Context: an optimization exercise on an open-source flow, tuned for small area and a short achievable clock period. The choices shown serve that exercise and are no tape-out recipe. Only simulation tests tie the RTL to the original design; equivalence was not proved. The clock port is modelled as an ideal driver, which makes a skipped or thinned clock tree look cheaper than it is; a real chip needs a root buffer or a tree. Power and IR drop assume default switching activity.

Design strawman_rx_fsm, start of the top module:
module strawman_rx_fsm #(
  parameter int DATA_LINE_WIDTH = 40,
  parameter int WORD_SIZE       = 32,
  parameter int TIMEOUT_CYCLES  = 64
) (
  input  logic                       clk,
  input  logic                       rst,
  input  logic [DATA_LINE_WIDTH-1:0] i_flit,
  input  logic                       i_flit_valid,
  output logic [1075:0]              o_protocol_bus,
  output logic                       o_valid,
  input  logic                       i_ready,
  output logic                       o_err,
  output logic                       o_overflow,
  output logic                       o_busy
);
Size: ~5,100 cells after synthesis, roughly 1,100 I/O pins, roughly 66,000 um2 of cells after synthesis.
clock: 5.0 ns
lec_check: 0
cap_margin: 20
core_margin: 2
core_utilization: 40
setup_slack_margin: 2.8
slew_margin: 20
standard.sh (not shown) runs the stock make flow with config.mk's settings and CLKGATE_MAP_FILE= SYNTH_SCRIPT=/design/flow/synth_recipe.tcl, a recipe that flattens the netlist after the stock synthesis.
==> flow/flow/run.sh <==
#!/bin/bash
cp standard.sh standard.sh.txt
export BUFFER_PORTS_ARGS="-buffer_cell sky130_fd_sc_hd__buf_2"
export PRE_CTS_TCL="$(pwd)/flow/cts_hook.tcl"
export MCTS_REGIONS=4
export MCTS_CLUSTER=30
export POST_GLOBAL_PLACE_TCL="$(pwd)/flow/gp_hook.tcl"
bash standard.sh MATCH_CELL_FOOTPRINT=0 finish > standard.log 2>&1
==> flow/flow/cts_hook.tcl <==
source [file join [file dirname [info script]] mcts.tcl]
mcts_build $::env(MCTS_REGIONS) $::env(MCTS_CLUSTER) [expr {[info exists ::env(MCTS_MIDS)] ? $::env(MCTS_MIDS) : 1}]
set_propagated_clock [all_clocks]
rename clock_tree_synthesis orfs_clock_tree_synthesis_unused
proc clock_tree_synthesis { args } {
  puts "clock tree built by cts_hook.tcl; TritonCTS not run"
}
==> flow/flow/gp_hook.tcl <==
# POST_GLOBAL_PLACE hook: place the pins again now that the cells (and the port buffers) are
# placed, so each port sits at the die edge next to its buffer.
log_cmd place_pins -hor_layers $::env(IO_PLACER_H) -ver_layers $::env(IO_PLACER_V) {*}[env_var_or_empty PLACE_PINS_ARGS]
==> flow/flow/mcts.tcl <==
# Manual two-level clock tree: the clock port drives NQ root clkbuf_16 (one per region),
# each root drives the clkbuf_16 leaf buffers of its region, each leaf drives about CS flip-flops.
proc mcts_centroid { its } {
  set sx 0; set sy 0
  foreach it $its {
    set b [[$it getInst] getBBox]
    set sx [expr {$sx + ([$b xMin]+[$b xMax])/2}]
    set sy [expr {$sy + ([$b yMin]+[$b yMax])/2}]
  }
  set n [llength $its]
  return [list [expr {$sx/$n}] [expr {$sy/$n}]]
}
proc mcts_xy { it } {
  set b [[$it getInst] getBBox]
  return [list [expr {([$b xMin]+[$b xMax])/2}] [expr {([$b yMin]+[$b yMax])/2}]]
}
# split items (list of {x y payload}) into k groups of equal count, in strips along x then y
proc mcts_grid { items k } {
  set n [llength $items]
  set kx [expr {max(1, int(round(sqrt($k))))}]
  set ky [expr {max(1, int(ceil(double($k)/$kx)))}]
  set byx [lsort -real -index 0 $items]
  set groups {}
  set per [expr {double($n)/$kx}]
  for {set i 0} {$i < $kx} {incr i} {
    set a [expr {int(round($i*$per))}]; set b [expr {int(round(($i+1)*$per))-1}]
    set strip [lsort -real -index 1 [lrange $byx $a $b]]
    set m [llength $strip]
    set per2 [expr {double($m)/$ky}]
    for {set j 0} {$j < $ky} {incr j} {
      set c [expr {int(round($j*$per2))}]; set d [expr {int(round(($j+1)*$per2))-1}]
      set g [lrange $strip $c $d]
      if {[llength $g]} { lappend groups $g }
    }
  }
  return $groups
}
proc mcts_build { nq cs {nm 1} } {
  set block [ord::get_db_block]
  set db [ord::get_db]
  set master [$db findMaster sky130_fd_sc_hd__clkbuf_16]
  set clk [$block findNet clk]
  set items {}
  foreach it [$clk getITerms] {
    if {[[$it getMTerm] getIoType] ne "INPUT"} continue
    lassign [mcts_xy $it] x y
    lappend items [list $x $y $it]
  }
  set regions [mcts_grid $items $nq]
  set r 0
  foreach reg $regions {
    set nl [expr {max(1, int(round(double([llength $reg])/$cs)))}]
    set clusters [mcts_grid $reg $nl]
    set rnet [odb::dbNet_create $block "clknet_r$r"]
    $rnet setSigType CLOCK
    set rinst [odb::dbInst_create $block $master "clkbuf_r$r"]
    set lx 0; set ly 0; set l 0
    foreach cl $clusters {
      set its {}
      foreach e $cl { lappend its [lindex $e 2] }
      lassign [mcts_centroid $its] cx cy
      set lnet [odb::dbNet_create $block "clknet_r${r}_l$l"]
      $lnet setSigType CLOCK
      set linst [odb::dbInst_create $block $master "clkbuf_r${r}_l$l"]
      $linst setLocation [expr {int($cx)}] [expr {int($cy)}]
      $linst setPlacementStatus PLACED
      [$linst findITerm A] connect $rnet
      [$linst findITerm X] connect $lnet
      foreach it $its { $it disconnect; $it connect $lnet }
      set lx [expr {$lx + $cx}]; set ly [expr {$ly + $cy}]
      incr l
    }
    $rinst setLocation [expr {int($lx/$l)}] [expr {int($ly/$l)}]
    $rinst setPlacementStatus PLACED
    [$rinst findITerm A] connect $clk
    [$rinst findITerm X] connect $rnet
    if {$nm > 1} { mcts_midlevel $block $master $rnet $nm "r$r" }
    puts "mcts: region $r: [llength $reg] sinks, $l leaves"
    incr r
  }
}

# Put NM mid buffers between a root net and the leaf buffers it drives.
proc mcts_midlevel { block master rnet nm tag } {
  set items {}
  foreach it [$rnet getITerms] {
    if {[[$it getMTerm] getIoType] ne "INPUT"} continue
    lassign [mcts_xy $it] x y
    lappend items [list $x $y $it]
  }
  set m 0
  foreach g [mcts_grid $items $nm] {
    set its {}
    foreach e $g { lappend its [lindex $e 2] }
    lassign [mcts_centroid $its] cx cy
    set mnet [odb::dbNet_create $block "clknet_${tag}_m$m"]
    $mnet setSigType CLOCK
    set minst [odb::dbInst_create $block $master "clkbuf_${tag}_m$m"]
    $minst setLocation [expr {int($cx)}] [expr {int($cy)}]
    $minst setPlacementStatus PLACED
    foreach it $its { $it disconnect; $it connect $mnet }
    [$minst findITerm A] connect $rnet
    [$minst findITerm X] connect $mnet
    incr m
  }
}
Change:
--- a/flow/flow/run.sh
+++ b/flow/flow/run.sh
@@ -7 +6,0 @@
-export POST_GLOBAL_PLACE_TCL="$(pwd)/flow/gp_hook.tcl"
--- a/flow/flow/cts_hook.tcl
+++ b/flow/flow/cts_hook.tcl
@@ -2 +2 @@
-mcts_build $::env(MCTS_REGIONS) $::env(MCTS_CLUSTER) [expr {[info exists ::env(MCTS_MIDS)] ? $::env(MCTS_MIDS) : 1}]
+mcts_build $::env(MCTS_REGIONS) $::env(MCTS_CLUSTER)
--- a/flow/flow/mcts.tcl
+++ b/flow/flow/mcts.tcl
@@ -38 +38 @@
-proc mcts_build { nq cs {nm 1} } {
+proc mcts_build { nq cs } {
@@ -77 +76,0 @@
-    if {$nm > 1} { mcts_midlevel $block $master $rnet $nm "r$r" }
@@ -82,25 +80,0 @@
-
-# Put NM mid buffers between a root net and the leaf buffers it drives.
-proc mcts_midlevel { block master rnet nm tag } {
-  set items {}
-  foreach it [$rnet getITerms] {
-    if {[[$it getMTerm] getIoType] ne "INPUT"} continue
-    lassign [mcts_xy $it] x y
-    lappend items [list $x $y $it]
-  }
-  set m 0
-  foreach g [mcts_grid $items $nm] {
-    set its {}
-    foreach e $g { lappend its [lindex $e 2] }
-    lassign [mcts_centroid $its] cx cy
-    set mnet [odb::dbNet_create $block "clknet_${tag}_m$m"]
-    $mnet setSigType CLOCK
-    set minst [odb::dbInst_create $block $master "clkbuf_${tag}_m$m"]
-    $minst setLocation [expr {int($cx)}] [expr {int($cy)}]
-    $minst setPlacementStatus PLACED
-    foreach it $its { $it disconnect; $it connect $mnet }
-    [$minst findITerm A] connect $rnet
-    [$minst findITerm X] connect $mnet
-    incr m
-  }
-}
Settings changed: PLACE_DENSITY set to 0.45.
removed: flow/flow/gp_hook.tcl
Combinational power goes up slightly; maximum frequency is about the same; total power goes up slightly; final area barely changes; via count goes down slightly; global-route usage goes up by 2.6 points; worst setup slack improved by 4.6 ps; flip-flop and latch count does not change; synthesized area is unchanged; register-to-register slack got worse by 20 ps; wire length goes up by a little under a tenth.
Change:
Settings changed: PLACE_DENSITY 0.45 to not set.
Effect: Cell area came out higher slightly. Sequential power is about the same. Critical path depth does not change. Hold slack gets worse by 4.7 ps. Sequential cell count stays the same.
Change:
Settings changed: PLACE_DENSITY set to 0.52.
Effect: The changed run completed with no timing, DRC or antenna violations. Core utilization is lower by 0.42 points. Worst setup slack gains 9.9 ps. Die area does not change. Sequential power barely changes. Maximum frequency is higher by 0.46%. Total power hardly moves.
In every run of this note, the design's own scripts or RTL, not TritonCTS, make the clock network.

port drivers added, routing unchanged:
Ports are ideal in the flow. The routed layouts listed here were re-timed in OpenROAD. Step 1, drivers: a clkbuf_16 drives clk and a buf_2 each remaining input, both assumed. Step 2, shift: input delay + t, output delay - t, t = (earliest + latest rising clock arrival at the registers) / 2. This alone moves slack from input paths to output paths. Three values: no drivers, after step 1, after step 2; two values: the first two.
| run | t, ns | setup slack, ns | worst setup path after step 2 | clock arrival spread, ns | worst register clock-pin slew, ns |
|---|---|---|---|---|---|
| the first run | 0.766 | 2.806 / 2.602 / 2.067 | input to register | 0.035 / 0.035 | 0.12 / 0.12 |
| the second run | 0.770 | 2.810 / 2.616 / 2.109 | input to register | 0.036 / 0.035 | 0.12 / 0.12 |
| the third run | 0.750 | 2.811 / 2.623 / 2.092 | input to register | 0.034 / 0.035 | 0.12 / 0.12 |
| the fourth run | 0.760 | 2.821 / 2.630 / 2.085 | input to register | 0.024 / 0.024 | 0.11 / 0.11 |
After both steps every run listed still meets setup and hold. The setup slack of the first run, which loses most, moves by -0.204 ns with the drivers and by -0.739 ns with both steps.
